This design comes from an exercise in tuning for small area and a short achievable clock period on the open sky130 flow, not from production work.
RTL that was checked went through simulation tests only; none was proved equivalent to the original.
No functional check of the RTL was part of runs 3 to 5.
The clock port is modelled as an ideal driver, which makes a skipped or thinned clock tree look cheaper than it is; a real chip needs a root buffer or a tree.
No activity file was given, so power comes from the tool's default toggle rates.

<file path="flow/flow/run.sh">
#!/bin/bash
set -euo pipefail
export BUFFER_PORTS_ARGS="-buffer_cell sky130_fd_sc_hd__buf_2"
export CTS_ARGS="-sink_clustering_enable -repair_clock_nets -sink_clustering_size 36 -sink_clustering_max_diameter 60 -buf_list sky130_fd_sc_hd__clkbuf_16 -dont_use_dummy_load"
export POST_CTS_TCL="$PWD/flow/quad_clk.tcl"
bash standard.sh > standard.log 2>&1
</file>
<file path="flow/flow/quad_clk.tcl">
# Rebuild the top of the clock tree that CTS made (root buffer -> first-level buffers -> leaf
# buffers): the leaf buffers are split into four groups by location (halves in x, then halves
# in y), and each group is driven by one clock buffer that takes the clock straight from the CLK
# port (4 cells, the port's fanout limit). Every register's clock path loses one buffer stage
# alike; the leaf buffers and everything below them are kept as CTS made them. The four group
# drivers are clkbuf_16.
proc quad_clock_tree {} {
  set block [ord::get_db_block]
  set clknet [$block findNet CLK]
  set rits {}
  foreach it [$clknet getITerms] { if {[$it isInputSignal]} { lappend rits $it } }
  if {[llength $rits] != 1} { puts "quad: [llength $rits] root pins, left alone"; return }
  set root [[lindex $rits 0] getInst]
  set rootnet [[$root findITerm X] getNet]
  set mids {}
  foreach it [$rootnet getITerms] { if {[$it isInputSignal]} { lappend mids [$it getInst] } }
  set leaves {}
  foreach mid $mids {
    set mnet [[$mid findITerm X] getNet]
    foreach it [$mnet getITerms] {
      if {![$it isInputSignal]} { continue }
      if {![string match "*clkbuf*" [[[$it getInst] getMaster] getName]]} {
        puts "quad: first level drives a non-buffer, left alone"; return
      }
      set box [[$it getInst] getBBox]
      lappend leaves [list $it [expr {([$box xMin] + [$box xMax]) / 2}] [expr {([$box yMin] + [$box yMax]) / 2}]]
    }
  }
  if {[llength $leaves] < 8} { puts "quad: only [llength $leaves] leaf buffers, left alone"; return }
  # Split by x, then each half by y.
  set byx [lsort -integer -index 1 $leaves]
  set h [expr {[llength $byx] / 2}]
  set groups {}
  foreach half [list [lrange $byx 0 [expr {$h - 1}]] [lrange $byx $h end]] {
    set byy [lsort -integer -index 2 $half]
    set q [expr {[llength $byy] / 2}]
    lappend groups [lrange $byy 0 [expr {$q - 1}]] [lrange $byy $q end]
  }
  # Drivers and nets: reuse the root and first-level buffers and their nets, make the rest.
  set master [[ord::get_db] findMaster sky130_fd_sc_hd__clkbuf_16]
  set drivers [concat [list $root] $mids]
  foreach d $drivers { if {[$d getMaster] ne $master} { $d swapMaster $master } }
  set nets {}
  foreach d $drivers { lappend nets [[$d findITerm X] getNet] }
  set k 0
  while {[llength $drivers] < 4} {
    lappend drivers [odb::dbInst_create $block $master "clkbuf_quad_$k"]
    set n [odb::dbNet_create $block "clknet_quad_$k"]
    $n setSigType CLOCK
    lappend nets $n
    incr k
  }
  # Disconnect the old top of the tree.
  foreach d $drivers {
    foreach pin {A X} {
      set it [$d findITerm $pin]
      if {[$it getNet] ne "NULL" && [$it getNet] ne ""} { $it disconnect }
    }
  }
  foreach l $leaves { [lindex $l 0] disconnect }
  # Connect and place each group's driver at its leaves' centroid.
  for {set g 0} {$g < 4} {incr g} {
    set d [lindex $drivers $g]
    set n [lindex $nets $g]
    [$d findITerm A] connect $clknet
    [$d findITerm X] connect $n
    set sx 0; set sy 0
    foreach l [lindex $groups $g] {
      [lindex $l 0] connect $n
      incr sx [lindex $l 1]; incr sy [lindex $l 2]
    }
    set cnt [llength [lindex $groups $g]]
    $d setLocation [expr {$sx / $cnt}] [expr {$sy / $cnt}]
    $d setPlacementStatus PLACED
  }
  global_connect
  detailed_placement
  puts "quad: CLK drives 4 clock buffers, over [llength $leaves] leaf buffers in groups of [join [lmap g $groups {llength $g}] {, }]"
}
quad_clock_tree
</file>
<file path="flow/constraint.sdc">
create_clock -name core_clock -period 6.0 [get_ports {CLK}]
set_input_delay 1.2000 -clock core_clock [delete_from_list [all_inputs] [get_ports {CLK}]]
set_output_delay 1.2000 -clock core_clock [all_outputs]
set_load 0.01 [all_outputs]
</file>
<file path="flow/config.mk">
export PLATFORM = sky130hd
export DESIGN_NAME = spi_acl_responder
export DESIGN_NICKNAME = spi_acl_responder
export VERILOG_FILES = /design/flow/design.v
export SDC_FILE = /design/flow/constraint.sdc
export NUM_CORES = 4
export LEC_CHECK = 0
export ABC_AREA = 1
export ABC_CLOCK_PERIOD_IN_PS = 2200
export CAP_MARGIN = 20
export CORE_MARGIN = 2
export CORE_UTILIZATION = 65
export CTS_BUF_LIST = sky130_fd_sc_hd__clkbuf_16
export CTS_CLUSTER_DIAMETER = 60
export CTS_CLUSTER_SIZE = 36
export PLACE_DENSITY = 0.75
export SETUP_SLACK_MARGIN = 3.9
export SLEW_MARGIN = 20
</file>
<file path="flow/standard.sh">
#!/bin/bash
# synth_recipe.tcl (not shown) runs the flow's synth.tcl, then flattens the netlist and writes it again
# the make line also repeats each setting of config.mk as NAME=value (left out here)
make -C /OpenROAD-flow-scripts/flow DESIGN_CONFIG=/design/flow/config.mk WORK_HOME=/design/flow/orfs CLKGATE_MAP_FILE= SYNTH_SCRIPT=/design/flow/synth_recipe.tcl "${@:-finish}"
</file>
<file path="flow/design.v">
`timescale 1ns/1ps
module spi_acl_responder #(
  parameter int          ADDR_W  = 6,
  parameter logic [7:0]  DEVID   = 8'hAD,
  parameter int          SYNC_FF = 2
) (
  input  logic              CLK,
  input  logic              RST,
  input  logic              SCLK,
  input  logic              SS,
  input  logic              SDI,
  output logic              SDO,
  input  logic              smp_valid,
  input  logic [7:0]        smp_x,
  input  logic [7:0]        smp_y,
  input  logic [7:0]        smp_z,
  output logic [7:0]        pwr_ctl,
  output logic              wr_stb,
  output logic [ADDR_W-1:0] wr_addr,
  output logic [7:0]        wr_data,
  output logic              frame_done,
  output logic              cmd_err
);
  localparam logic [7:0] CMD_WR = 8'h0A;
  localparam logic [7:0] CMD_RD = 8'h0B;
  localparam logic [5:0] A_DEV  = 6'h00;
  localparam logic [5:0] A_X    = 6'h08;
  localparam logic [5:0] A_Y    = 6'h09;
  localparam logic [5:0] A_Z    = 6'h0A;
  localparam logic [5:0] A_PWR  = 6'h2D;
  typedef enum logic [2:0] {
    S_IDLE, S_CMD, S_ADDR, S_WDATA, S_RDATA, S_IGNORE
  } state_t;
  state_t state, state_next;
  logic [1:0] sclk_sync, ss_sync, sdi_sync;
  logic sclk_s, ss_s, sdi_s, sclk_d, ss_d;
  logic rise, fall, ss_rise, ss_fall, active;
  logic [2:0] bit_cnt;
  logic [7:0] sr, rx_next, rx_pre, tx_next;
  logic [5:0] addr, addr_inc;
  logic       addr_bad, is_rd, got_byte, read_only;
  logic       byte_done, c_wr, c_rd, wr_ok_q, wr_en, tx_load, tx_shift, rx_shift, to_rdata;
  logic       sdo_n, ss_o;
  logic [7:0] pwr_q, smp_xq, smp_yq, smp_zq;
  logic       smp_ok;
  logic [5:0] pre_addr;
  logic       pre_bad, f_dev, f_smp, f_y, f_z, f_c0, f_c1;
  logic [7:0] ld_val, smp_sel;
  logic [3:0] rot;
  logic       clr;
  logic [4:0] pa;
  logic       pa_ab, pa_rb, pa_16;
  logic [7:0] tap [8];
  logic [4:0] ins, ins_hit;
  logic       stb_d;
  logic [5:0] ins_addr;
  logic [7:0] ins_data;
  logic [7:0] tap_sel;
  logic [2:0] cap_sel;
  logic       cap0, cap1;
  logic [7:0] cand0, cand1;
  assign sclk_s  = sclk_sync[1];
  assign ss_s    = ss_sync[1];
  assign sdi_s   = sdi_sync[1];
  assign rise    = sclk_s & ~sclk_d;
  assign fall    = ~sclk_s & sclk_d;
  assign ss_rise = ss_s & ~ss_d;
  assign ss_fall = ~ss_s & ss_d;
  assign active    = (state != S_IDLE) && !ss_s;
  assign rx_next   = {sr[6:0], sdi_s};
  assign rx_pre    = {sr[6:0], sdi_s};
  assign read_only = (addr == A_DEV) || (addr == A_X) || (addr == A_Y) || (addr == A_Z);
  assign addr_inc  = addr + 6'd1;
  assign byte_done = active && rise && (bit_cnt == 3'd7);
  assign pwr_ctl = pwr_q;
  assign SDO     = !(sdo_n || ss_o);
  always_ff @(posedge CLK) begin
    if (RST) begin
      sclk_sync <= '0;
      ss_sync   <= '0;
      sdi_sync  <= '0;
      sclk_d    <= 1'b0;
      ss_d      <= 1'b0;
    end else begin
      sclk_sync <= {sclk_sync[0], SCLK};
      ss_sync   <= {ss_sync[0], SS};
      sdi_sync  <= {sdi_sync[0], SDI};
      sclk_d    <= sclk_s;
      ss_d      <= ss_s;
    end
  end
  always_ff @(posedge CLK) begin
    c_wr    <= rx_pre == CMD_WR;
    c_rd    <= rx_pre == CMD_RD;
    wr_ok_q <= state == S_WDATA && !addr_bad && !read_only;
  end
  assign wr_en = byte_done && wr_ok_q;
  always_ff @(posedge CLK) begin
    if (RST) state <= S_IDLE;
    else     state <= state_next;
  end
  always_comb begin
    state_next = state;
    if (ss_s) begin
      state_next = S_IDLE;
    end else begin
      case (state)
        S_IDLE:  if (ss_fall) state_next = S_CMD;
        S_CMD:   if (byte_done) state_next = (c_wr || c_rd) ? S_ADDR : S_IGNORE;
        S_ADDR:  if (byte_done) state_next = is_rd ? S_RDATA : S_WDATA;
        default: state_next = state;
      endcase
    end
  end
  always_comb begin
    if (state == S_ADDR) begin
      pre_addr = rx_pre[5:0];
      pre_bad  = rx_pre[7:6] != 2'b00;
    end else begin
      pre_addr = addr_inc;
      pre_bad  = addr_bad;
    end
  end
  always_ff @(posedge CLK) begin
    f_dev <= !pre_bad && pre_addr == A_DEV;
    f_smp <= !pre_bad && (pre_addr == A_X || pre_addr == A_Y || pre_addr == A_Z);
    f_y   <= pre_addr[0];
    f_z   <= pre_addr[1];
    f_c0  <= !pre_bad && !pre_addr[0] && pre_addr != A_DEV && pre_addr != A_X && pre_addr != A_Z;
    f_c1  <= !pre_bad && pre_addr[0] && pre_addr != A_Y;
  end
  assign smp_sel = f_z ? smp_zq : f_y ? smp_yq : smp_xq;
  assign ld_val  = ({8{f_dev}} & DEVID) | ({8{f_smp && smp_ok}} & smp_sel) |
                   ({8{f_c0}} & cand0) | ({8{f_c1}} & cand1);
  assign to_rdata = (state == S_ADDR && is_rd) || state == S_RDATA;
  assign tx_load  = byte_done && to_rdata;
  assign tx_shift = active && state == S_RDATA && fall && bit_cnt != 3'd0;
  assign rx_shift = active && state != S_RDATA && rise;
  assign tx_next  = tx_load ? ld_val : tx_shift ? {sr[6:0], 1'b0} : rx_shift ? rx_next : sr;
  always_ff @(posedge CLK) begin
    sr <= tx_next;
    if (!active) begin
      bit_cnt  <= '0;
      got_byte <= 1'b0;
    end else begin
      if (rise) bit_cnt <= bit_cnt + 3'd1;
      if (byte_done) got_byte <= 1'b1;
      if (byte_done && state == S_CMD) is_rd <= c_rd;
      if (byte_done && state == S_ADDR) begin
        addr     <= rx_next[5:0];
        addr_bad <= rx_next[7:6] != 2'b00;
      end else if (byte_done && (state == S_WDATA || state == S_RDATA)) begin
        addr     <= addr_inc;
      end
    end
  end
  always_ff @(posedge CLK) begin
    ss_o <= ss_sync[0];
    if (RST) sdo_n <= 1'b1;
    else     sdo_n <= !(to_rdata && !ss_s && (state == S_RDATA || byte_done) && tx_next[7]);
  end
  always_ff @(posedge CLK) begin
    if (RST) pwr_q <= 8'h00;
    else if (wr_en && addr == A_PWR) pwr_q <= rx_next;
    if (smp_valid) begin
      smp_xq <= smp_x;
      smp_yq <= smp_y;
      smp_zq <= smp_z;
    end
    if (RST) smp_ok <= 1'b0;
    else if (smp_valid) smp_ok <= 1'b1;
  end
  always_ff @(posedge CLK) begin
    if (RST) begin
      rot <= 4'd0;
      clr <= 1'b1;
    end else begin
      rot <= rot + 4'd1;
      if (rot == 4'd15) clr <= 1'b0;
    end
  end
  always_ff @(posedge CLK) begin
    ins_addr <= wr_addr;
    stb_d    <= wr_en;
    if (RST) ins_data <= 8'h00;
    else     ins_data <= wr_data;
    for (int r = 0; r < 5; r++) ins[r] <= clr || (ins_hit[r] && !stb_d);
  end
  assign ins_hit[0] = (ins_addr[5:3] == 3'd0 && ins_addr[2:0] == rot[2:0]) ||
                      (ins_addr == 6'h0B && rot[2:0] == 3'd0);
  assign ins_hit[1] = ins_addr[5:2] == 4'b0011 && ins_addr[1:0] == rot[1:0];
  for (genvar k = 1; k < 4; k++) begin : g_ins
    assign ins_hit[k+1] = ins_addr[5:4] == 2'(k) && ins_addr[3:0] == rot;
  end
  logic [63:0] ring_a;
  logic [31:0] ring_b;
  logic [127:0] ring_1, ring_2, ring_3;
  always_ff @(posedge CLK) begin
    ring_a <= {ring_a[7:0], ins[0] ? ins_data : ring_a[63:56], ring_a[55:8]};
    ring_b <= {ring_b[7:0], ins[1] ? ins_data : ring_b[31:24], ring_b[23:8]};
    ring_1 <= {ring_1[7:0], ins[2] ? ins_data : ring_1[127:120], ring_1[119:8]};
    ring_2 <= {ring_2[7:0], ins[3] ? ins_data : ring_2[127:120], ring_2[119:8]};
    ring_3 <= {ring_3[7:0], ins[4] ? ins_data : ring_3[127:120], ring_3[119:8]};
  end
  assign tap[0] = ring_a[63:56];
  assign tap[1] = ring_b[31:24];
  assign tap[2] = ring_1[127:120];
  assign tap[3] = ring_1[63:56];
  assign tap[4] = ring_2[127:120];
  assign tap[5] = ring_2[63:56];
  assign tap[6] = ring_3[127:120];
  assign tap[7] = ring_3[63:56];
  always_comb begin
    if (state == S_ADDR) pa = (bit_cnt == 3'd7) ? sr[4:0] : {sr[3:0], sdi_s};
    else                 pa = addr_inc[5:1];
  end
  assign pa_ab = pa == 5'b00101;
  assign pa_rb = pa[4:2] == 3'd1 && pa[1];
  assign pa_16 = pa[4:3] != 2'd0;
  always_ff @(posedge CLK) begin
    cap_sel <= pa_16 ? {pa[4:3], pa[2] ^ rot[3]} : {2'd0, pa_rb};
    cap0    <= pa_rb ? rot[1:0] == {pa[0], 1'b0} : rot[2:0] == {pa[1:0], 1'b0};
    cap1    <= pa_rb ? rot[1:0] == {pa[0], 1'b1} : pa_ab ? rot[2:0] == 3'd0 : rot[2:0] == {pa[1:0], 1'b1};
  end
  assign tap_sel = tap[cap_sel];
  always_ff @(posedge CLK) begin
    if (cap0) cand0 <= tap_sel;
    if (cap1) cand1 <= tap_sel;
  end
  always_ff @(posedge CLK) begin
    if (RST) begin
      wr_stb     <= 1'b0;
      wr_addr    <= '0;
      wr_data    <= '0;
      frame_done <= 1'b0;
      cmd_err    <= 1'b0;
    end else begin
      wr_stb     <= wr_en;
      frame_done <= ss_rise && got_byte;
      if (wr_en) begin
        wr_addr <= addr;
        wr_data <= rx_next;
      end
      if (byte_done && state == S_CMD && !c_wr && !c_rd)
        cmd_err <= 1'b1;
    end
  end
endmodule
</file>
==> run_results.csv, run 1 <==
group,metric,value,unit
yosys,syn-instance-count,1269,
run_status,run_status,"no timing/DRC/antenna violations",
clock_network,tritoncts,"yes",
cells_and_area,final_common_cell,"sky130_fd_sc_hd__dfxtp_1",
detailed_routing,drtPass1Iterations,5,
critical_path,worst-r2r-cell-count,7,
yosys,synthesis.nets,1308,
critical_path,crit_fanout,1,
timing,finalSetupViolations,0,
cells_and_area,final_cell_mix,"538 x sky130_fd_sc_hd__dfxtp_1, 157 x sky130_fd_sc_hd__nand2_1, 134 x sky130_fd_sc_hd__inv_1, 80 x sky130_fd_sc_hd__o21ai_0, 72 x sky130_fd_sc_hd__nor2_1",
yosys,postSynthAreaPerCell,12.66,um^2
floorplanning,fp.dieArea,26000,um^2
detailed_routing,via_per_inst,5.017,
timing,setup_slack,3.917,ns
cells_and_area,final_core_utilization,72.72,%
clock_network,clkTransAtPathRegs,0.11,ns
cells_and_area,drive_gt1_share,11.61,%
min_path,min-delay-path-class,"reg2reg",
yosys,ys_types,39,
yosys,synth-edff-count,55,
floorplanning,row_count,57,
critical_path,cp-start-kind,"register",
critical_path,worst_r2r_endpoint,"sr[1]",
critical_path,worstSetupPathType,"reg2out",
yosys,ys_seq_area_share,80.40,%
detailed_routing,vias,8369,
detailed_routing,post_drt_wl_per_cell,16.27,um
timing,skew,0.05178,ns
timing,tightestPinTransition,0.6683,ns
floorplanning,die_w,161.2,um
critical_path,cp.required,4.80,ns
timing,final_period_utilization,34.72,%
place,detailed_place_hpwl,18200,um
floorplanning,die_h,161.2,um
cells_and_area,nFillCells,1566,
global_routing,grt_pass1_vias,8045,
detailed_routing,post-route-drc-count,0,
yosys,async_flop_share,0,%
place,place.gp.congestion,0.8687,
yosys,synth_top_flop_cell,"sky130_fd_sc_hd__dfxtp_1",
yosys,synth.ff_latch_count,618,
detailed_routing,drt_total_wl,27130,um
clock_network,clock_sinks,618,
global_routing,first_pass_grt_wire_length,42610,um
floorplanning,placeableCoreArea,24320,um^2
pwr,power_per_cell_area,353.8,nW/um^2
floorplanning,ioPinCount,56,
run,max-cap-violations,0,
pwr,max-vdd-ir-drop,300.5,uV
critical_path,cp.arrival,0.88,ns
cells_and_area,antenna_cells_inserted,0,
critical_path,rrSetupSlack,4.06,ns
critical_path,setup.worst_path.end,"SDO",
detailed_routing,drtAntennaViolNets,0,
yosys,synth.area.top_cells,"sky130_fd_sc_hd__dfxtp_1 70%, sky130_fd_sc_hd__edfxtp_1 10%, sky130_fd_sc_hd__nand2_1 3.7%",
clock_network,clk_latency,0.37,ns
pwr,static-leakage-power,7.036,nW
critical_path,regToRegStartpoint,"state[2]",
floorplanning,start_util,66.09,%
critical_path,worstSetupEndpointType,"output port",
yosys,largest_area_contributor_in_the_synthesized_netlist,"sky130_fd_sc_hd__dfxtp_1",
timing,final_hold_violation_count,0,
global_routing,grt_overflow,0,
timing,max_slew_margin,55.40,%
cells_and_area,finalNetCount,1385,
timing,max_clock_freq,480.1,MHz
pwr,fin_total_pwr,6.258,mW
critical_path,beginning_of_the_critical_path,"sdo_n",
place,dp_worst_setup_slack,3.570,ns
yosys,synthDominantCellAreaShare,70.13,%
yosys,yosys_warnings,2,
timing,finalSetupTns,0,ns
yosys,synthesis.area,16070,um^2
timing,grt_setup_unrepaired,"yes",
cells_and_area,area_delta_synth_final,10.04,%
detailed_routing,detail_route.iter0.violations,693,
timing,finalHoldWorstSlack,0.2885,ns
place,port-buffer-count,55,
timing,slew_violations,0,
global_routing,grt.total_usage,21.58,%
timing,time_the_final_worst_path_needs_with_i_o_delays_and_setup,2.083,ns
global_routing,maximum_number_of_pins_on_one_net_before_global_route_repair,37,
global_routing,number_of_antenna_violations_at_the_first_check_in_global_routing,0,
-- critical path, cell delays in order, from the launching register on --
cell and delay, ns:
sky130_fd_sc_hd__dfxtp_1 0.32, sky130_fd_sc_hd__nor2_1 0.09, sky130_fd_sc_hd__buf_2 0.13
-- registers in the layout (all words and copies together), names as in the netlist, 5 cells and up --
name,flops
smp_zq,8
ins,5
cand0,8
ring_1,128
ins_data,8
ins_addr,6
ring_2,128
wr_addr,6
smp_yq,8
ring_b,32
smp_xq,8
pwr_q,8
addr,6
cand1,8
ring_3,128
ring_a,64
sr,8
wr_data,8
-- cells in the mapped netlist (7+ instances only) --
| master | n |
|---|---|
| sky130_fd_sc_hd__dfxtp_1 | 563 |
| sky130_fd_sc_hd__nand2_1 | 159 |
| sky130_fd_sc_hd__inv_1 | 134 |
| sky130_fd_sc_hd__o21ai_0 | 80 |
| sky130_fd_sc_hd__nor2_1 | 72 |
| sky130_fd_sc_hd__edfxtp_1 | 55 |
| sky130_fd_sc_hd__nand3_1 | 36 |
| sky130_fd_sc_hd__a21oi_1 | 35 |
| sky130_fd_sc_hd__o22ai_1 | 19 |
| sky130_fd_sc_hd__o211ai_1 | 15 |
| sky130_fd_sc_hd__a21oi_2 | 9 |
| sky130_fd_sc_hd__clkbuf_1 | 9 |
| sky130_fd_sc_hd__ha_1 | 9 |
| sky130_fd_sc_hd__mux2i_1 | 8 |
| sky130_fd_sc_hd__nand4_1 | 7 |
| sky130_fd_sc_hd__nor3_1 | 7 |
-- per-layer routing --
layer  routed length [um]  up-vias  track usage, %
met1                12500     3902           29.71
li1                     -     4185               -
met3                 1335       46           4.622
met4                  612        0           6.006
met2                12680      236           35.13
met5                    0        -               0
-- cell type report, clock buffers not listed --
| class | instances | area, um^2 | area share (%) |
|---|---|---|---|
| sequential | 618 | 12960 | 73.26 |
| multi-input combinational | 492 | 2547 | 14.40 |
| inverter | 140 | 530.5 | 3.000 |
| timing repair buffer | 64 | 495.5 | 2.802 |
| tap | 324 | 405.4 | 2.292 |
| buffer | 1 | 25.02 | 0.1415 |
-- stage by stage --
stage	cells	instance area, um^2
2_1_floorplan	1269	16080
3_3_place_gp	1629	16660
3_5_place_dp	1629	16660
5_1_grt	1668	17690
6_report	1668	17690
-- power breakdown --
group | internal, mW | switching, mW | total (mW)
Sequential | 4.18 | 0.0120 | 4.19
Clock | 0.900 | 1.09 | 1.99
Combinational | 0.0267 | 0.0488 | 0.0755
Total | 5.10 | 1.15 | 6.26
-- worst min-delay path by stage --
stage / startpoint / endpoint / slack [ns] / cells past startpoint
2_1_floorplan: ring_1[8] / ring_1[0] / 0.31 / 0
3_3_place_gp: ring_2[72] / ring_2[64] / 0.31 / 0
3_5_place_dp: ring_3[114] / ring_3[106] / 0.31 / 0
5_1_grt: ring_2[7] / ring_2[127] / 0.29 / 0
6_report: ring_2[7] / ring_2[127] / 0.29 / 0
-- kinds of logic (layout without fill, tap and decap cells) --
family,Yosys count,in the layout,synth area share (%)
mux,13,13,0.8486
xor+xnor,4,4,0.2180
fa+ha+maj,9,9,0.7007
buf+inv,160,234,3.900
compound gates,172,172,6.166
simple gates,293,294,7.762
flops,618,618,80.40
==> run 2, diff against run 1 <==
==> flow/flow/run.sh (replaced) <==
#!/bin/bash
set -euo pipefail
export BUFFER_PORTS_ARGS="-buffer_cell sky130_fd_sc_hd__buf_2"
export CTS_ARGS="-sink_clustering_enable -repair_clock_nets -sink_clustering_size 24 -sink_clustering_max_diameter 50 -buf_list sky130_fd_sc_hd__clkbuf_16 -dont_use_dummy_load"
export POST_CTS_TCL="$PWD/flow/quad_clk.tcl"
bash standard.sh > standard.log 2>&1
--- a/flow/config.mk
+++ b/flow/config.mk
@@ -11,8 +11,8 @@
 export CORE_MARGIN = 2
 export CORE_UTILIZATION = 65
 export CTS_BUF_LIST = sky130_fd_sc_hd__clkbuf_16
-export CTS_CLUSTER_DIAMETER = 60
-export CTS_CLUSTER_SIZE = 36
+export CTS_CLUSTER_DIAMETER = 50
+export CTS_CLUSTER_SIZE = 24
 export PLACE_DENSITY = 0.75
 export SETUP_SLACK_MARGIN = 3.9
 export SLEW_MARGIN = 20
==> run_results.csv, run 2 <==
group,metric,value,unit
pwr,proportion_of_power_drawn_by_combinational_gates,1.2,%
yosys,synth_top_flop_cell,"sky130_fd_sc_hd__dfxtp_1",
global_routing,grt_overflow,0,
cells_and_area,nFillCells,1571,
cells_and_area,top_regs,"ring_1 x128, ring_2 x128, ring_3 x128",
yosys,largest_area_contributor_in_the_synthesized_netlist,"sky130_fd_sc_hd__dfxtp_1",
global_routing,grt_pass1_vias,8382,
yosys,synthesis.area,16070,um^2
floorplanning,row_count,57,
cells_and_area,area_delta_synth_final,11.02,%
pwr,power.switching_fraction,18.73,%
detailed_routing,drtPass1Iterations,5,
yosys,yosys.cell_count.top_type,"sky130_fd_sc_hd__dfxtp_1",
detailed_routing,drtAntennaViolNets,0,
detailed_routing,detail_route.iter0.violations,736,
cells_and_area,drive_gt1_share,11.86,%
yosys,ys_seq_area_share,80.40,%
global_routing,first_pass_grt_wire_length,43740,um
yosys,yosys_warnings,2,
cells_and_area,finalNetCount,1390,
global_routing,grt.met2_usage,36.32,%
clock_network,clkTransAtPathRegs,0.09,ns
global_routing,maximum_number_of_pins_on_one_net_before_global_route_repair,34,
detailed_routing,post-route-drc-count,0,
yosys,synth.area.top_cells,"sky130_fd_sc_hd__dfxtp_1 70%, sky130_fd_sc_hd__edfxtp_1 10%, sky130_fd_sc_hd__nand2_1 3.7%",
pwr,power.share.clock,34.2,%
run,max-cap-violations,0,
place,detailed_place_hpwl,18200,um
yosys,postSynthAreaPerCell,12.66,um^2
place,dp_worst_setup_slack,3.570,ns
cells_and_area,postLayoutCellArea,17840,um^2
run_status,run_status,"no timing/DRC/antenna violations",
pwr,max-vdd-ir-drop,242.8,uV
timing,time_the_final_worst_path_needs_with_i_o_delays_and_setup,2.084,ns
timing,finalSetupTns,0,ns
cells_and_area,final_common_cell,"sky130_fd_sc_hd__dfxtp_1",
yosys,synth.ff_latch_count,618,
timing,max_slew_margin,54.40,%
critical_path,worstSetupEndpointType,"output port",
global_routing,grtUsageMet3,4.520,%
timing,tightestPinTransition,0.6833,ns
yosys,synth-edff-count,55,
detailed_routing,via_per_inst,5.080,
yosys,synthesis.nets,1308,
floorplanning,start_util,66.09,%
pwr,internal-power,5.275,mW
min_path,timing.hold.worst_path_depth,0,
place,place.gp.congestion,0.8687,
timing,skew,0.03357,ns
detailed_routing,vias,8499,
cells_and_area,final_cell_mix,"538 x sky130_fd_sc_hd__dfxtp_1, 158 x sky130_fd_sc_hd__nand2_1, 134 x sky130_fd_sc_hd__inv_1, 80 x sky130_fd_sc_hd__o21ai_0, 72 x sky130_fd_sc_hd__nor2_1",
clock_network,clock_sinks,618,
floorplanning,fp.dieArea,26000,um^2
cells_and_area,multi_input_area,2545,um^2
global_routing,grt.total_usage,22.17,%
detailed_routing,drt_total_wl,27950,um
timing,max_clock_freq,479.9,MHz
critical_path,worst-r2r-cell-count,10,
pwr,static-leakage-power,7.112,nW
global_routing,grt_most_used_layer,"met2",
global_routing,number_of_antenna_violations_at_the_first_check_in_global_routing,0,
timing,final_period_utilization,34.73,%
yosys,synth_commonest_cells,"563 x sky130_fd_sc_hd__dfxtp_1, 159 x sky130_fd_sc_hd__nand2_1, 134 x sky130_fd_sc_hd__inv_1",
timing,finalSetupViolations,0,
yosys,async_flop_share,0,%
timing,finalHoldWorstSlack,0.2883,ns
floorplanning,placeableCoreArea,24320,um^2
critical_path,crit_fanout,1,
pwr,fin_total_pwr,6.491,mW
timing,setup_slack,3.916,ns
critical_path,cp.arrival,0.88,ns
clock_network,clk_latency,0.36,ns
place,port-buffer-count,55,
timing,grt_setup_unrepaired,"yes",
pwr,switching_power,1.216,mW
timing,final_hold_violation_count,0,
cells_and_area,antenna_cells_inserted,0,
yosys,syn-instance-count,1269,
critical_path,cp-start-kind,"register",
floorplanning,die_w,161.2,um
critical_path,cp.required,4.80,ns
place,detailed_place.area,16660,um^2
yosys,synthDominantCellAreaShare,70.13,%
pwr,p_seq_share,64.5,%
critical_path,worstSetupPathType,"reg2out",
pwr,power_per_cell_area,363.8,nW/um^2
min_path,min-delay-path-class,"reg2reg",
yosys,ys_types,39,
floorplanning,ioPinCount,56,
global_routing,use_met1,29.44,%
timing,slew_violations,0,
cells_and_area,area.sequential,12960,um^2
detailed_routing,post_drt_wl_per_cell,16.71,um
floorplanning,die_h,161.2,um
-- run 2: worst max-delay path, cell delays in order, from the launching register on --
cell                      delay (ns)
sky130_fd_sc_hd__dfxtp_1        0.31
sky130_fd_sc_hd__nor2_1         0.09
sky130_fd_sc_hd__buf_2          0.14
-- run 2: routing by layer --
layer / vias to the layer above / wire (um)
li1: 4200 / -
met1: 3983 / 12650
met2: 247 / 12960
met3: 69 / 1466
met4: 0 / 874
met5: - / 0
-- run 2: kinds of logic after synthesis --
| group | synth area share, % |
|---|---|
| AND/OR/NAND/NOR | 7.762 |
| flip-flops | 80.40 |
| multiplexers | 0.8486 |
| AO/OA/AOI/OAI | 6.166 |
| XOR/XNOR | 0.2180 |
| adder cells (fa/ha/maj) | 0.7007 |
| buffers and inverters | 3.900 |
-- run 2: final timing paths --
path | startpoint | end | slack [ns]
max reg2reg | addr[0] | f_c0 | 4.02
max | sdo_n | SDO | 3.92
min reg2reg | ring_2[52] | ring_2[44] | 0.29
min | ring_2[52] | ring_2[44] | 0.29
-- run 2: metrics by stage --
step                      instances  utilization [%]
after floorplan                1269                -
after global placement         1629            68.52
after detailed placement       1629            68.52
after global routing           1673            73.37
final                          1673            73.37
-- run 2: cell type report, clock buffers not listed --
cell class,instances,share of cell area (%)
Multi-Input combinational cell,492,14.26
Timing Repair Buffer,63,2.833
Tap cell,324,2.272
Inverter,140,2.973
Sequential cell,618,72.61
-- run 2: power groups by stage --
stage | Sequential (mW) | Combinational [mW] | Clock [mW]
2_1_floorplan | 4.28 | 0.0509 | 0
3_3_place_gp | 4.28 | 0.0719 | 0
3_5_place_dp | 4.28 | 0.0752 | 0
5_1_grt | 4.19 | 0.0885 | 2.40
6_report | 4.19 | 0.0783 | 2.22
==> run 3, diff against run 2 <==
--- a/flow/design.v
+++ b/flow/design.v
@@ -46,12 +46,12 @@
   logic [5:0] pre_addr;
   logic       pre_bad, f_dev, f_smp, f_y, f_z, f_c0, f_c1;
   logic [7:0] ld_val, smp_sel;
-  logic [3:0] rot;
+  logic [4:0] rot;
   logic       clr;
   logic [4:0] pa;
-  logic       pa_ab, pa_rb, pa_16;
+  logic       pa_ab, pa_rb, pa_r1, pa_rh;
   logic [7:0] tap [8];
-  logic [4:0] ins, ins_hit;
+  logic [3:0] ins, ins_hit;
   logic       stb_d;
   logic [5:0] ins_addr;
   logic [7:0] ins_data;
@@ -75,18 +75,15 @@
   assign pwr_ctl = pwr_q;
   assign SDO     = !(sdo_n || ss_o);
   always_ff @(posedge CLK) begin
+    sclk_sync <= {sclk_sync[0], SCLK};
+    sdi_sync  <= {sdi_sync[0], SDI};
+    sclk_d    <= sclk_s;
     if (RST) begin
-      sclk_sync <= '0;
-      ss_sync   <= '0;
-      sdi_sync  <= '0;
-      sclk_d    <= 1'b0;
-      ss_d      <= 1'b0;
-    end else begin
-      sclk_sync <= {sclk_sync[0], SCLK};
-      ss_sync   <= {ss_sync[0], SS};
-      sdi_sync  <= {sdi_sync[0], SDI};
-      sclk_d    <= sclk_s;
-      ss_d      <= ss_s;
+      ss_sync <= '0;
+      ss_d    <= 1'b0;
+    end else begin
+      ss_sync <= {ss_sync[0], SS};
+      ss_d    <= ss_s;
     end
   end
   always_ff @(posedge CLK) begin
@@ -172,11 +169,11 @@
   end
   always_ff @(posedge CLK) begin
     if (RST) begin
-      rot <= 4'd0;
+      rot <= 5'd0;
       clr <= 1'b1;
     end else begin
-      rot <= rot + 4'd1;
-      if (rot == 4'd15) clr <= 1'b0;
+      rot <= rot + 5'd1;
+      if (rot == 5'd31) clr <= 1'b0;
     end
   end
   always_ff @(posedge CLK) begin
@@ -184,41 +181,41 @@
     stb_d    <= wr_en;
     if (RST) ins_data <= 8'h00;
     else     ins_data <= wr_data;
-    for (int r = 0; r < 5; r++) ins[r] <= clr || (ins_hit[r] && !stb_d);
+    for (int r = 0; r < 4; r++) ins[r] <= clr || (ins_hit[r] && !stb_d);
   end
   assign ins_hit[0] = (ins_addr[5:3] == 3'd0 && ins_addr[2:0] == rot[2:0]) ||
                       (ins_addr == 6'h0B && rot[2:0] == 3'd0);
   assign ins_hit[1] = ins_addr[5:2] == 4'b0011 && ins_addr[1:0] == rot[1:0];
-  for (genvar k = 1; k < 4; k++) begin : g_ins
-    assign ins_hit[k+1] = ins_addr[5:4] == 2'(k) && ins_addr[3:0] == rot;
-  end
-  logic [63:0] ring_a;
-  logic [31:0] ring_b;
-  logic [127:0] ring_1, ring_2, ring_3;
+  assign ins_hit[2] = ins_addr[5:4] == 2'd1 && ins_addr[3:0] == rot[3:0];
+  assign ins_hit[3] = ins_addr[5] && ins_addr[4:0] == rot;
+  logic [63:0]  ring_a;
+  logic [31:0]  ring_b;
+  logic [127:0] ring_1;
+  logic [255:0] ring_h;
   always_ff @(posedge CLK) begin
     ring_a <= {ring_a[7:0], ins[0] ? ins_data : ring_a[63:56], ring_a[55:8]};
     ring_b <= {ring_b[7:0], ins[1] ? ins_data : ring_b[31:24], ring_b[23:8]};
     ring_1 <= {ring_1[7:0], ins[2] ? ins_data : ring_1[127:120], ring_1[119:8]};
-    ring_2 <= {ring_2[7:0], ins[3] ? ins_data : ring_2[127:120], ring_2[119:8]};
-    ring_3 <= {ring_3[7:0], ins[4] ? ins_data : ring_3[127:120], ring_3[119:8]};
+    ring_h <= {ring_h[7:0], ins[3] ? ins_data : ring_h[255:248], ring_h[247:8]};
   end
   assign tap[0] = ring_a[63:56];
   assign tap[1] = ring_b[31:24];
   assign tap[2] = ring_1[127:120];
   assign tap[3] = ring_1[63:56];
-  assign tap[4] = ring_2[127:120];
-  assign tap[5] = ring_2[63:56];
-  assign tap[6] = ring_3[127:120];
-  assign tap[7] = ring_3[63:56];
+  assign tap[4] = ring_h[255:248];
+  assign tap[5] = ring_h[63:56];
+  assign tap[6] = ring_h[127:120];
+  assign tap[7] = ring_h[191:184];
   always_comb begin
     if (state == S_ADDR) pa = (bit_cnt == 3'd7) ? sr[4:0] : {sr[3:0], sdi_s};
     else                 pa = addr_inc[5:1];
   end
   assign pa_ab = pa == 5'b00101;
   assign pa_rb = pa[4:2] == 3'd1 && pa[1];
-  assign pa_16 = pa[4:3] != 2'd0;
-  always_ff @(posedge CLK) begin
-    cap_sel <= pa_16 ? {pa[4:3], pa[2] ^ rot[3]} : {2'd0, pa_rb};
+  assign pa_r1 = pa[4:3] == 2'd1;
+  assign pa_rh = pa[4];
+  always_ff @(posedge CLK) begin
+    cap_sel <= pa_rh ? {1'b1, pa[3:2] - rot[4:3]} : pa_r1 ? {2'b01, pa[2] ^ rot[3]} : {2'd0, pa_rb};
     cap0    <= pa_rb ? rot[1:0] == {pa[0], 1'b0} : rot[2:0] == {pa[1:0], 1'b0};
     cap1    <= pa_rb ? rot[1:0] == {pa[0], 1'b1} : pa_ab ? rot[2:0] == 3'd0 : rot[2:0] == {pa[1:0], 1'b1};
   end
==> flow/flow/run.sh (replaced) <==
#!/bin/bash
set -euo pipefail
export BUFFER_PORTS_ARGS="-buffer_cell sky130_fd_sc_hd__buf_2"
export CTS_ARGS="-sink_clustering_enable -repair_clock_nets -sink_clustering_size 30 -sink_clustering_max_diameter 60 -buf_list sky130_fd_sc_hd__clkbuf_16 -dont_use_dummy_load"
export POST_CTS_TCL="$PWD/flow/quad_clk.tcl"
bash standard.sh > standard.log 2>&1
--- a/flow/config.mk
+++ b/flow/config.mk
@@ -11,8 +11,8 @@
 export CORE_MARGIN = 2
 export CORE_UTILIZATION = 65
 export CTS_BUF_LIST = sky130_fd_sc_hd__clkbuf_16
-export CTS_CLUSTER_DIAMETER = 50
-export CTS_CLUSTER_SIZE = 24
+export CTS_CLUSTER_DIAMETER = 60
+export CTS_CLUSTER_SIZE = 30
 export PLACE_DENSITY = 0.75
-export SETUP_SLACK_MARGIN = 3.9
+export SETUP_SLACK_MARGIN = 4.0
 export SLEW_MARGIN = 20
==> run_results.csv, run 3 <==
group,metric,value,unit
run_status,run_status,"no timing/DRC/antenna violations",
detailed_routing,drtAntennaViolNets,0,
timing,grt_setup_unrepaired,"yes",
place,dp_worst_setup_slack,3.592,ns
global_routing,grt.total_usage,21.13,%
pwr,max-vdd-ir-drop,309.2,uV
critical_path,critPathSlowestCell,"sky130_fd_sc_hd__dfxtp_2",
detailed_routing,post-route-drc-count,0,
yosys,synth.ff_latch_count,618,
timing,skew,0.04785,ns
yosys,yosys_warnings,2,
yosys,ys_seq_area_share,79.61,%
yosys,syn-instance-count,1274,
critical_path,cp.required,4.80,ns
floorplanning,row_count,57,
timing,max_clock_freq,479.3,MHz
critical_path,critical_path.top_delay_family,"flip-flops",
timing,setup_slack,3.914,ns
timing,finalSetupTns,0,ns
critical_path,worstSetupPathType,"reg2out",
floorplanning,die_h,162.0,um
cells_and_area,final_core_utilization,73.29,%
cells_and_area,antenna_cells_inserted,0,
run,max-cap-violations,0,
critical_path,critPathMaxStageDelay,0.33,ns
cells_and_area,drive_gt1_share,13.03,%
yosys,synthesis.area,16230,um^2
yosys,synth_commonest_cells,"563 x sky130_fd_sc_hd__dfxtp_1, 145 x sky130_fd_sc_hd__nand2_1, 130 x sky130_fd_sc_hd__inv_1",
clock_network,clk_latency,0.36,ns
global_routing,maximum_number_of_pins_on_one_net_before_global_route_repair,31,
critical_path,crit_fanout,1,
yosys,largest_area_contributor_in_the_synthesized_netlist,"sky130_fd_sc_hd__dfxtp_1",
yosys,postSynthAreaPerCell,12.74,um^2
global_routing,first_pass_grt_wire_length,42270,um
global_routing,number_of_antenna_violations_at_the_first_check_in_global_routing,0,
floorplanning,placeableCoreArea,24390,um^2
critical_path,cp.arrival,0.89,ns
place,placed_cells,1634,
yosys,synthDominantCellAreaShare,69.44,%
clock_network,clock_sinks,618,
critical_path,worstSetupEndpointType,"output port",
yosys,synth-edff-count,55,
yosys,synth.area.top_cells,"sky130_fd_sc_hd__dfxtp_1 69%, sky130_fd_sc_hd__edfxtp_1 10%, sky130_fd_sc_hd__nand2_1 3.4%",
detailed_routing,drtPass1Iterations,5,
cells_and_area,finalNetCount,1401,
timing,finalHoldWorstSlack,0.2903,ns
detailed_routing,detail_route.iter0.violations,755,
cells_and_area,largest_register_ff_count,256,
cells_and_area,top_regs,"ring_h x256, ring_1 x128, ring_a x64",
cells_and_area,top_register,"ring_h",
critical_path,worst-path-buf-inv,1,
detailed_routing,via_per_inst,5.005,
min_path,min-delay-path-class,"reg2reg",
detailed_routing,drt_total_wl,27310,um
pwr,power_per_cell_area,351.8,nW/um^2
clock_network,tritoncts,"yes",
place,detailed_place_hpwl,18100,um
detailed_routing,vias,8419,
timing,slew_violations,0,
yosys,yosys.cell_count.top_type,"sky130_fd_sc_hd__dfxtp_1",
cells_and_area,final_common_cell,"sky130_fd_sc_hd__dfxtp_1",
critical_path,worstPathCellList,"nor2_1, buf_2",
timing,final_hold_violation_count,0,
place,port-buffer-count,55,
critical_path,cp-start-kind,"register",
place,place.gp.congestion,0.8834,
timing,tightestPinTransition,0.5978,ns
floorplanning,start_util,66.55,%
cells_and_area,final_cell_mix,"537 x sky130_fd_sc_hd__dfxtp_1, 144 x sky130_fd_sc_hd__nand2_1, 128 x sky130_fd_sc_hd__inv_1, 85 x sky130_fd_sc_hd__nor2_1, 77 x sky130_fd_sc_hd__o21ai_0",
yosys,async_flop_share,0,%
yosys,synth_top_flop_cell,"sky130_fd_sc_hd__dfxtp_1",
cells_and_area,layout.cells.non_filler,1682,
detailed_routing,post_drt_wl_per_cell,16.24,um
global_routing,grt_overflow,0,
timing,max_slew_margin,60.09,%
cells_and_area,area_delta_synth_final,10.14,%
yosys,ys_types,50,
global_routing,grt_pass1_vias,8138,
floorplanning,die_w,162.0,um
floorplanning,ioPinCount,56,
timing,finalSetupViolations,0,
yosys,synthesis.nets,1315,
timing,final_period_utilization,34.77,%
pwr,static-leakage-power,7.145,nW
cells_and_area,nFillCells,1609,
timing,time_the_final_worst_path_needs_with_i_o_delays_and_setup,2.086,ns
clock_network,clkTransAtPathRegs,0.10,ns
floorplanning,fp.dieArea,26250,um^2
## run 3: cell types whose count changed after synthesis, moves of 6 or more
cell,delta
sky130_fd_sc_hd__nand2_1,-14
sky130_fd_sc_hd__nor2_1,+14
sky130_fd_sc_hd__a21oi_1,-12
sky130_fd_sc_hd__nand3_1,+8
sky130_fd_sc_hd__o21ai_1,+7
sky130_fd_sc_hd__a21oi_2,+6
sky130_fd_sc_hd__o211ai_1,-6
## run 3: worst reg2reg max path: cells and delay by family (launching register included)
kind	cells	cell delay, ns
AO/OA/AOI/OAI	1	0.32
adder cells (fa/ha/maj)	2	0.44
AND/OR/NAND/NOR	4	0.70
flip-flops	1	0.36
## run 3: final timing paths
check	from	endpoint	slack (ns)	depth (start not counted)
min reg2reg	ring_h[45]	ring_h[37]	0.29	0
max reg2reg	bit_cnt[0]	pwr_q[2]	4.09	7
max	ss_o	SDO	3.91	2
min	ring_h[45]	ring_h[37]	0.29	0
## run 3: metrics by stage
stage          instance area (um^2)  total power [mW]
3_3_place_gp                  16760             4.372
2_1_floorplan                 16230             4.345
3_5_place_dp                  16760             4.377
5_1_grt                       17880             6.497
6_report                      17880             6.290
## run 3: where the power goes
part	internal (mW)	switching (mW)	leakage [nW]	total [mW]
sequential	4.18	0.0159	5.08	4.20
clock	0.900	1.11	0.370	2.01
combinational	0.0296	0.0564	1.70	0.0859
## run 3: layout make-up, clock buffers not listed
| class | count | area [um^2] | share of cell area (%) |
|---|---|---|---|
| Timing Repair Buffer | 72 | 555.5 | 3.108 |
| Inverter | 138 | 535.5 | 2.996 |
| Buffer | 1 | 25.02 | 0.1400 |
| Tap cell | 324 | 405.4 | 2.268 |
| Multi-Input combinational cell | 500 | 2670 | 14.94 |
| Sequential cell | 618 | 12960 | 72.49 |
## run 3: kinds of logic (layout without fill, tap and decap cells)
kind of cell / count (synthesis) / after routing / share of synthesized area [%]
flip-flops: 618 / 618 / 79.61
AND/OR/NAND/NOR: 305 / 306 / 8.387
buffers and inverters: 157 / 240 / 4.185
adder cells (fa/ha/maj): 11 / 11 / 0.8479
XOR/XNOR: 4 / 4 / 0.2159
multiplexers: 9 / 9 / 0.5627
AO/OA/AOI/OAI: 170 / 170 / 6.190
## run 3: per-layer routing
layer	global-route usage [%]	share of wire [%]	vias to the layer above
met3	4.520	4.8	49
met1	30.00	47	3967
met4	6.879	2.4	0
met2	32.88	46	186
li1	-	-	4217
met5	0	0	-
==> run 4, diff against run 3 <==
--- a/flow/design.v
+++ b/flow/design.v
@@ -40,7 +40,7 @@
   logic [5:0] addr, addr_inc;
   logic       addr_bad, is_rd, got_byte, read_only;
   logic       byte_done, c_wr, c_rd, wr_ok_q, wr_en, tx_load, tx_shift, rx_shift, to_rdata;
-  logic       sdo_n, ss_o;
+  logic       sdo_q;
   logic [7:0] pwr_q, smp_xq, smp_yq, smp_zq;
   logic       smp_ok;
   logic [5:0] pre_addr;
@@ -73,7 +73,7 @@
   assign addr_inc  = addr + 6'd1;
   assign byte_done = active && rise && (bit_cnt == 3'd7);
   assign pwr_ctl = pwr_q;
-  assign SDO     = !(sdo_n || ss_o);
+  assign SDO     = sdo_q && !ss_s;
   always_ff @(posedge CLK) begin
     sclk_sync <= {sclk_sync[0], SCLK};
     sdi_sync  <= {sdi_sync[0], SDI};
@@ -152,9 +152,8 @@
     end
   end
   always_ff @(posedge CLK) begin
-    ss_o <= ss_sync[0];
-    if (RST) sdo_n <= 1'b1;
-    else     sdo_n <= !(to_rdata && !ss_s && (state == S_RDATA || byte_done) && tx_next[7]);
+    if (RST) sdo_q <= 1'b0;
+    else     sdo_q <= to_rdata && !ss_s && (state == S_RDATA || byte_done) && tx_next[7];
   end
   always_ff @(posedge CLK) begin
     if (RST) pwr_q <= 8'h00;
==> run_results.csv, run 4 <==
group,metric,value,unit
global_routing,use_met1,29.02,%
floorplanning,row_count,57,
pwr,max-vdd-ir-drop,288.7,uV
global_routing,grtUsageMet3,4.726,%
cells_and_area,postLayoutCellArea,17750,um^2
run,max-cap-violations,0,
timing,time_the_final_worst_path_needs_with_i_o_delays_and_setup,2.091,ns
critical_path,worstPathCellList,"inv_2, nor2_4, buf_6",
clock_network,clk_latency,0.36,ns
detailed_routing,drt_total_wl,27070,um
global_routing,grt_overflow,0,
timing,finalSetupViolations,0,
timing,finalHoldWorstSlack,0.2925,ns
cells_and_area,antenna_cells_inserted,0,
cells_and_area,finalNetCount,1383,
timing,grt_setup_unrepaired,"yes",
yosys,largest_area_contributor_in_the_synthesized_netlist,"sky130_fd_sc_hd__dfxtp_1",
pwr,power_per_cell_area,351.9,nW/um^2
cells_and_area,layout.cells.non_filler,1664,
clock_network,clkTransAtPathRegs,0.10,ns
timing,finalSetupTns,0,ns
critical_path,worst-r2r-cell-count,10,
critical_path,worstSetupEndpointType,"output port",
global_routing,grt.met2_usage,33.94,%
place,place.gp.congestion,0.8480,
cells_and_area,final_cell_mix,"536 x sky130_fd_sc_hd__dfxtp_1, 151 x sky130_fd_sc_hd__nand2_1, 125 x sky130_fd_sc_hd__inv_1, 73 x sky130_fd_sc_hd__o21ai_0, 62 x sky130_fd_sc_hd__nor2_1",
timing,setup_slack,3.909,ns
timing,skew,0.04737,ns
detailed_routing,drtPass1Iterations,6,
timing,final_period_utilization,34.85,%
global_routing,grt_most_used_layer,"met2",
global_routing,number_of_antenna_violations_at_the_first_check_in_global_routing,0,
critical_path,worst-path-buf-inv,2,
timing,slew_violations,0,
critical_path,cp.required,4.80,ns
yosys,synth.area.top_cells,"sky130_fd_sc_hd__dfxtp_1 70%, sky130_fd_sc_hd__edfxtp_1 10%, sky130_fd_sc_hd__nand2_1 3.5%",
critical_path,critPathSlowestCell,"sky130_fd_sc_hd__dfxtp_2",
timing,tightestPinTransition,0.6691,ns
detailed_routing,detail_route.iter0.violations,703,
floorplanning,fp.dieArea,25880,um^2
yosys,synthesis.area,16000,um^2
detailed_routing,drtAntennaViolNets,0,
critical_path,cp-start-kind,"register",
critical_path,worst_r2r_endpoint,"cap_sel[1]",
cells_and_area,final_core_utilization,73.19,%
yosys,yosys_warnings,2,
clock_network,clock_sinks,617,
critical_path,worstSetupPathType,"reg2out",
critical_path,setup.worst_path.end,"SDO",
detailed_routing,post_drt_wl_per_cell,16.27,um
place,placed_cells,1613,
floorplanning,start_util,65.97,%
run_status,run_status,"no timing/DRC/antenna violations",
min_path,min-delay-path-class,"reg2reg",
critical_path,beginning_of_the_critical_path,"sdo_q",
yosys,synthDominantCellAreaShare,70.33,%
pwr,static-leakage-power,6.995,nW
timing,max_slew_margin,55.27,%
yosys,ys_types,47,
cells_and_area,largest_register_ff_count,256,
pwr,fin_total_pwr,6.245,mW
detailed_routing,via_per_inst,5.044,
yosys,synthesis.nets,1291,
place,dp_worst_setup_slack,3.715,ns
critical_path,regToRegStartpoint,"addr[0]",
global_routing,first_pass_grt_wire_length,41910,um
global_routing,maximum_number_of_pins_on_one_net_before_global_route_repair,31,
detailed_routing,post-route-drc-count,0,
critical_path,critical_path.top_delay_family,"flip-flops",
place,detailed_place_hpwl,17320,um
place,port-buffer-count,55,
floorplanning,placeableCoreArea,24250,um^2
yosys,postSynthAreaPerCell,12.80,um^2
clock_network,tritoncts,"yes",
floorplanning,die_w,160.9,um
yosys,synth.ff_latch_count,617,
critical_path,cp.arrival,0.89,ns
critical_path,critPathMaxStageDelay,0.34,ns
critical_path,crit_fanout,1,
yosys,yosys.cell_count.top_type,"sky130_fd_sc_hd__dfxtp_1",
yosys,ys_seq_area_share,80.66,%
floorplanning,die_h,160.9,um
yosys,async_flop_share,0,%
cells_and_area,top_register,"ring_h",
yosys,synth_commonest_cells,"562 x sky130_fd_sc_hd__dfxtp_1, 151 x sky130_fd_sc_hd__nand2_1, 126 x sky130_fd_sc_hd__inv_1",
cells_and_area,top_regs,"ring_h x256, ring_1 x128, ring_a x64",
timing,final_hold_violation_count,0,
floorplanning,ioPinCount,56,
global_routing,grt_pass1_vias,8126,
place,detailed_place.area,16600,um^2
critical_path,rrSetupSlack,3.99,ns
global_routing,grt.total_usage,21.21,%
critical_path,cp_num_cells,3,
yosys,syn-instance-count,1250,
cells_and_area,area_delta_synth_final,10.95,%
detailed_routing,vias,8394,
yosys,synth_top_flop_cell,"sky130_fd_sc_hd__dfxtp_1",
timing,max_clock_freq,478.2,MHz
cells_and_area,final_common_cell,"sky130_fd_sc_hd__dfxtp_1",
cells_and_area,drive_gt1_share,12.76,%
yosys,synth-edff-count,55,
## run 4: routing by layer
| metal | vias up | routed length (um) | share of wire [%] |
|---|---|---|---|
| met5 | - | 0 | 0 |
| met4 | 0 | 629 | 2.3 |
| met3 | 47 | 1613 | 6.0 |
| met2 | 238 | 12570 | 46 |
| met1 | 3937 | 12260 | 45 |
| li1 | 4172 | - | - |
## run 4: cell type report, clock buffers not listed
class                   instances  area [um^2]
inverters                     132        496.7
multi-input cells             485         2574
well taps                     324        405.4
fillers                      1610         6500
flip-flops and latches        617        12950
repair buffers                 77        599.3
plain buffers                   1        25.02
## run 4: where the power goes
group | internal, mW | switching, mW | leakage (nW) | total, mW
logic | 0.0285 | 0.0500 | 1.56 | 0.0784
clock network | 0.872 | 1.11 | 0.357 | 1.98
registers | 4.18 | 0.0145 | 5.07 | 4.19
total | 5.08 | 1.17 | 6.99 | 6.25
## run 4: cell families after synthesis
| kind of cell | share of synthesized area (%) |
|---|---|
| and+or+nand+nor | 7.923 |
| buffers and inverters | 3.637 |
| adders and majority gates | 0.8604 |
| DFF | 80.66 |
| xor gates and xnor gates | 0.1643 |
| muxes | 0.5866 |
| AOI/OAI and AO/OA | 6.171 |
## run 4: worst min path at each step
stage,start,endpoint,slack [ns],cells after the start
global route,ring_a[40],ring_a[32],0.31,0
detailed placement,ring_1[22],ring_1[14],0.31,0
finish,ring_h[224],ring_h[216],0.29,0
global placement,ring_1[114],ring_1[106],0.31,0
floorplan,ring_1[8],ring_1[0],0.31,0
==> run 5, diff against run 4 <==
--- a/flow/design.v
+++ b/flow/design.v
@@ -34,12 +34,12 @@
   state_t state, state_next;
   logic [1:0] sclk_sync, ss_sync, sdi_sync;
   logic sclk_s, ss_s, sdi_s, sclk_d, ss_d;
-  logic rise, fall, ss_rise, ss_fall, active;
+  logic rise, fall, rise_nx, ss_rise, ss_fall, active;
   logic [2:0] bit_cnt;
   logic [7:0] sr, rx_next, rx_pre, tx_next;
   logic [5:0] addr, addr_inc;
   logic       addr_bad, is_rd, got_byte, read_only;
-  logic       byte_done, c_wr, c_rd, wr_ok_q, wr_en, tx_load, tx_shift, rx_shift, to_rdata;
+  logic       bd_pre, byte_done, c_wr, c_rd, wr_en, tx_load, tx_shift, rx_shift, to_rdata;
   logic       sdo_q;
   logic [7:0] pwr_q, smp_xq, smp_yq, smp_zq;
   logic       smp_ok;
@@ -64,6 +64,7 @@
   assign sdi_s   = sdi_sync[1];
   assign rise    = sclk_s & ~sclk_d;
   assign fall    = ~sclk_s & sclk_d;
+  assign rise_nx = sclk_sync[0] & ~sclk_s;
   assign ss_rise = ss_s & ~ss_d;
   assign ss_fall = ~ss_s & ss_d;
   assign active    = (state != S_IDLE) && !ss_s;
@@ -71,9 +72,9 @@
   assign rx_pre    = {sr[6:0], sdi_s};
   assign read_only = (addr == A_DEV) || (addr == A_X) || (addr == A_Y) || (addr == A_Z);
   assign addr_inc  = addr + 6'd1;
-  assign byte_done = active && rise && (bit_cnt == 3'd7);
+  assign bd_pre    = !RST && rise_nx && active && (bit_cnt == 3'd7);
   assign pwr_ctl = pwr_q;
-  assign SDO     = sdo_q && !ss_s;
+  assign SDO     = sdo_q;
   always_ff @(posedge CLK) begin
     sclk_sync <= {sclk_sync[0], SCLK};
     sdi_sync  <= {sdi_sync[0], SDI};
@@ -87,11 +88,11 @@
     end
   end
   always_ff @(posedge CLK) begin
-    c_wr    <= rx_pre == CMD_WR;
-    c_rd    <= rx_pre == CMD_RD;
-    wr_ok_q <= state == S_WDATA && !addr_bad && !read_only;
-  end
-  assign wr_en = byte_done && wr_ok_q;
+    byte_done <= bd_pre;
+    c_wr      <= rx_pre == CMD_WR;
+    c_rd      <= rx_pre == CMD_RD;
+    wr_en     <= bd_pre && state == S_WDATA && !addr_bad && !read_only;
+  end
   always_ff @(posedge CLK) begin
     if (RST) state <= S_IDLE;
     else     state <= state_next;
@@ -153,7 +154,7 @@
   end
   always_ff @(posedge CLK) begin
     if (RST) sdo_q <= 1'b0;
-    else     sdo_q <= to_rdata && !ss_s && (state == S_RDATA || byte_done) && tx_next[7];
+    else     sdo_q <= to_rdata && !ss_s && !ss_sync[0] && (state == S_RDATA || byte_done) && tx_next[7];
   end
   always_ff @(posedge CLK) begin
     if (RST) pwr_q <= 8'h00;
==> run_results.csv, run 5 <==
group,metric,value,unit
yosys,synth_top_flop_cell,"sky130_fd_sc_hd__dfxtp_1",
run,max-cap-violations,0,
cells_and_area,top_register,"ring_h",
yosys,synth-edff-count,55,
min_path,holdCritStartpoint,"ring_h[43]",
global_routing,number_of_antenna_violations_at_the_first_check_in_global_routing,1,
clock_network,clkTransAtPathRegs,0.11,ns
critical_path,regToRegStartpoint,"bit_cnt[0]",
critical_path,critPathMaxStageDelay,0.38,ns
timing,final_hold_violation_count,0,
yosys,yosys_warnings,2,
detailed_routing,drtPass1Iterations,5,
cells_and_area,antenna_cells_inserted,0,
timing,max_slew_margin,60.71,%
timing,final_period_utilization,34.35,%
cells_and_area,layout.cells.non_filler,1650,
yosys,synth.ff_latch_count,618,
yosys,yosys.cell_count.top_type,"sky130_fd_sc_hd__dfxtp_1",
yosys,syn-instance-count,1254,
cells_and_area,area_delta_synth_final,9.892,%
pwr,static-leakage-power,6.977,nW
timing,skew,0.03941,ns
timing,finalSetupViolations,0,
yosys,ys_types,43,
yosys,synthesis.area,16000,um^2
floorplanning,start_util,65.99,%
critical_path,critical_path.top_delay_family,"flip-flops",
cells_and_area,finalNetCount,1369,
detailed_routing,via_per_inst,5.048,
floorplanning,ioPinCount,56,
global_routing,first_pass_grt_wire_length,43060,um
global_routing,maximum_number_of_pins_on_one_net_before_global_route_repair,31,
yosys,synthDominantCellAreaShare,70.44,%
detailed_routing,post-route-drc-count,0,
yosys,synth_commonest_cells,"563 x sky130_fd_sc_hd__dfxtp_1, 133 x sky130_fd_sc_hd__inv_1, 125 x sky130_fd_sc_hd__nand2_1",
min_path,min-delay-path-class,"reg2reg",
timing,tightestPinTransition,0.5885,ns
yosys,largest_area_contributor_in_the_synthesized_netlist,"sky130_fd_sc_hd__dfxtp_1",
detailed_routing,drtAntennaViolNets,0,
cells_and_area,nFillCells,1619,
clock_network,tritoncts,"yes",
critical_path,worst-path-buf-inv,1,
detailed_routing,drt_total_wl,27270,um
global_routing,grt.total_usage,21.78,%
critical_path,worstSetupPathType,"reg2out",
timing,time_the_final_worst_path_needs_with_i_o_delays_and_setup,2.061,ns
yosys,async_flop_share,0,%
yosys,ys_seq_area_share,80.76,%
cells_and_area,final_common_cell,"sky130_fd_sc_hd__dfxtp_1",
pwr,power_per_cell_area,372.7,nW/um^2
cells_and_area,top_regs,"ring_h x256, ring_1 x128, ring_a x64",
cells_and_area,drive_gt1_share,11.16,%
critical_path,worst_r2r_endpoint,"cap_sel[1]",
cells_and_area,final_cell_mix,"538 x sky130_fd_sc_hd__dfxtp_1, 132 x sky130_fd_sc_hd__inv_1, 125 x sky130_fd_sc_hd__nand2_1, 76 x sky130_fd_sc_hd__nor2_1, 73 x sky130_fd_sc_hd__o21ai_0",
place,place.gp.congestion,0.8518,
critical_path,worstPathCellList,"buf_6",
floorplanning,placeableCoreArea,24250,um^2
timing,slew_violations,0,
critical_path,cp-start-kind,"register",
timing,grt_setup_unrepaired,"yes",
place,detailed_place_hpwl,18350,um
timing,finalSetupTns,0,ns
place,placed_cells,1614,
floorplanning,die_h,160.9,um
floorplanning,die_w,160.9,um
floorplanning,fp.dieArea,25890,um^2
yosys,postSynthAreaPerCell,12.76,um^2
detailed_routing,post_drt_wl_per_cell,16.53,um
timing,max_clock_freq,485.2,MHz
critical_path,cp.arrival,0.86,ns
detailed_routing,vias,8330,
min_path,min_delay_worst_endpoint,"ring_h[35]",
global_routing,grt_overflow,0,
critical_path,crit_fanout,2,
critical_path,rrSetupSlack,4.15,ns
floorplanning,row_count,57,
global_routing,grt_pass1_vias,8156,
clock_network,clock_sinks,618,
place,port-buffer-count,55,
cells_and_area,largest_register_ff_count,256,
run_status,run_status,"no timing/DRC/antenna violations",
critical_path,worstSetupEndpointType,"output port",
critical_path,worst-r2r-cell-count,11,
yosys,synthesis.nets,1295,
clock_network,clk_latency,0.36,ns
critical_path,critPathSlowestCell,"sky130_fd_sc_hd__dfxtp_4",
detailed_routing,detail_route.iter0.violations,720,
min_path,timing.hold.worst_path_depth,0,
pwr,max-vdd-ir-drop,256.0,uV
yosys,synth.area.top_cells,"sky130_fd_sc_hd__dfxtp_1 70%, sky130_fd_sc_hd__edfxtp_1 10%, sky130_fd_sc_hd__inv_1 3.1%",
critical_path,cp.required,4.80,ns
[run 5: cell count changes in the layout (fill, tap and decap cells not counted), sizes merged, moves of 6 or more]
cell / before / now
nand2: 155 / 133
buf: 76 / 62
a21oi: 45 / 52
nand3: 39 / 46
o21ai: 75 / 82
nand4: 5 / 11
nor2: 74 / 80
o2111ai: 0 / 6
[run 5: worst max-delay path by stage]
| stage | startpoint | to | cells past startpoint | slack [ns] |
|---|---|---|---|---|
| after global placement | RST | wr_addr[0] | 4 | 3.73 |
| after global routing | wr_data[0] | wr_data[0] | 1 | 3.93 |
| after floorplan | RST | wr_data[7] | 5 | 4.02 |
| final | wr_data[0] | wr_data[0] | 1 | 3.94 |
| after detailed placement | RST | wr_addr[4] | 4 | 3.69 |
[run 5: cell families (layout without fill, tap and decap cells)]
logic type      count (synthesis)  after routing  share of synthesized area [%]
mux                             8              8                         0.5083
fa+ha+maj                      11             11                         0.8602
xor+xnor                        4              4                         0.2190
simple gates                  280            280                          7.664
buf+inv                       158            230                          3.863
flops                         618            618                          80.76
compound gates                175            175                          6.123
[run 5: per-layer routing]
metal  vias up  GRT usage [%]  share of wire, %
li1       4150              -                 -
met1      3940          31.15                47
met2       183          33.96                46
met3        55          3.719               5.0
met4         2          7.873               2.7
met5         -              0             0.048
[run 5: cell type report, clock buffers not listed]
| cell class | instances | area, um^2 | share of cell area (%) |
|---|---|---|---|
| buffer | 1 | 25.02 | 0.1423 |
| inverter | 139 | 526.8 | 2.996 |
| multi-input combinational | 478 | 2486 | 14.14 |
| sequential | 618 | 12960 | 73.71 |
| tap | 324 | 405.4 | 2.306 |
| timing repair buffer | 62 | 478.0 | 2.718 |
[run 5: power by group]
part	internal, mW	switching (mW)	leakage (nW)
registers	4.22	0.0574	5.08
logic	0.0946	0.212	1.54
clock network	0.871	1.10	0.357
[run 5: through the flow]
step | utilization [%] | cell area [um^2] | power [mW] | setup slack [ns] | hold slack, ns
after detailed placement | 68.40 | 16590 | 4.670 | 3.688 | 0.3121
after floorplan | - | 16000 | 4.579 | 4.024 | 0.3096
after global routing | 72.51 | 17580 | 6.789 | 3.929 | 0.3018
after global placement | 68.40 | 16590 | 4.658 | 3.729 | 0.3096
final | 72.51 | 17580 | 6.553 | 3.939 | 0.2970
[run 5: worst reg2reg max path, delay by kind of cell (launching register included)]
| kind | cells | cell delay [ns] |
|---|---|---|
| buf+inv | 2 | 0.18 |
| fa+ha+maj | 3 | 0.65 |
| simple gates | 4 | 0.34 |
| flops | 1 | 0.33 |
| xor+xnor | 2 | 0.28 |

-- what the ideal ports hide --
Ports are ideal in the flow. The routed layouts listed here were re-timed in OpenROAD.
Step 1 sets driving cells, clkbuf_16 on the clock port and buf_2 on the other inputs (assumed; they add their load-dependent delay and slew).
Step 2 also shifts input and output timing later by t, the mid clock arrival at the registers, as if the neighbouring blocks saw the same clock.
Slacks: no drivers / after step 1 / after step 2; pairs: no drivers / after step 1.
| run | t, ns | setup slack, ns | cell pins on the clock port's net |
|---|---|---|---|
| run 1 | 0.440 | 3.917 / 3.813 / 3.830 | 4 |
| run 2 | 0.448 | 3.916 / 3.811 / 3.816 | 4 |
| run 3 | 0.446 | 3.914 / 3.807 / 3.759 | 4 |
| run 4 | 0.445 | 3.909 / 3.805 / 3.863 | 4 |
| run 5 | 0.441 | 3.939 / 3.836 / 3.742 | 4 |
After both steps every run listed still meets setup and hold. The setup slack of run 5, which loses most, moves by -0.103 ns with the drivers and by -0.197 ns with both steps.
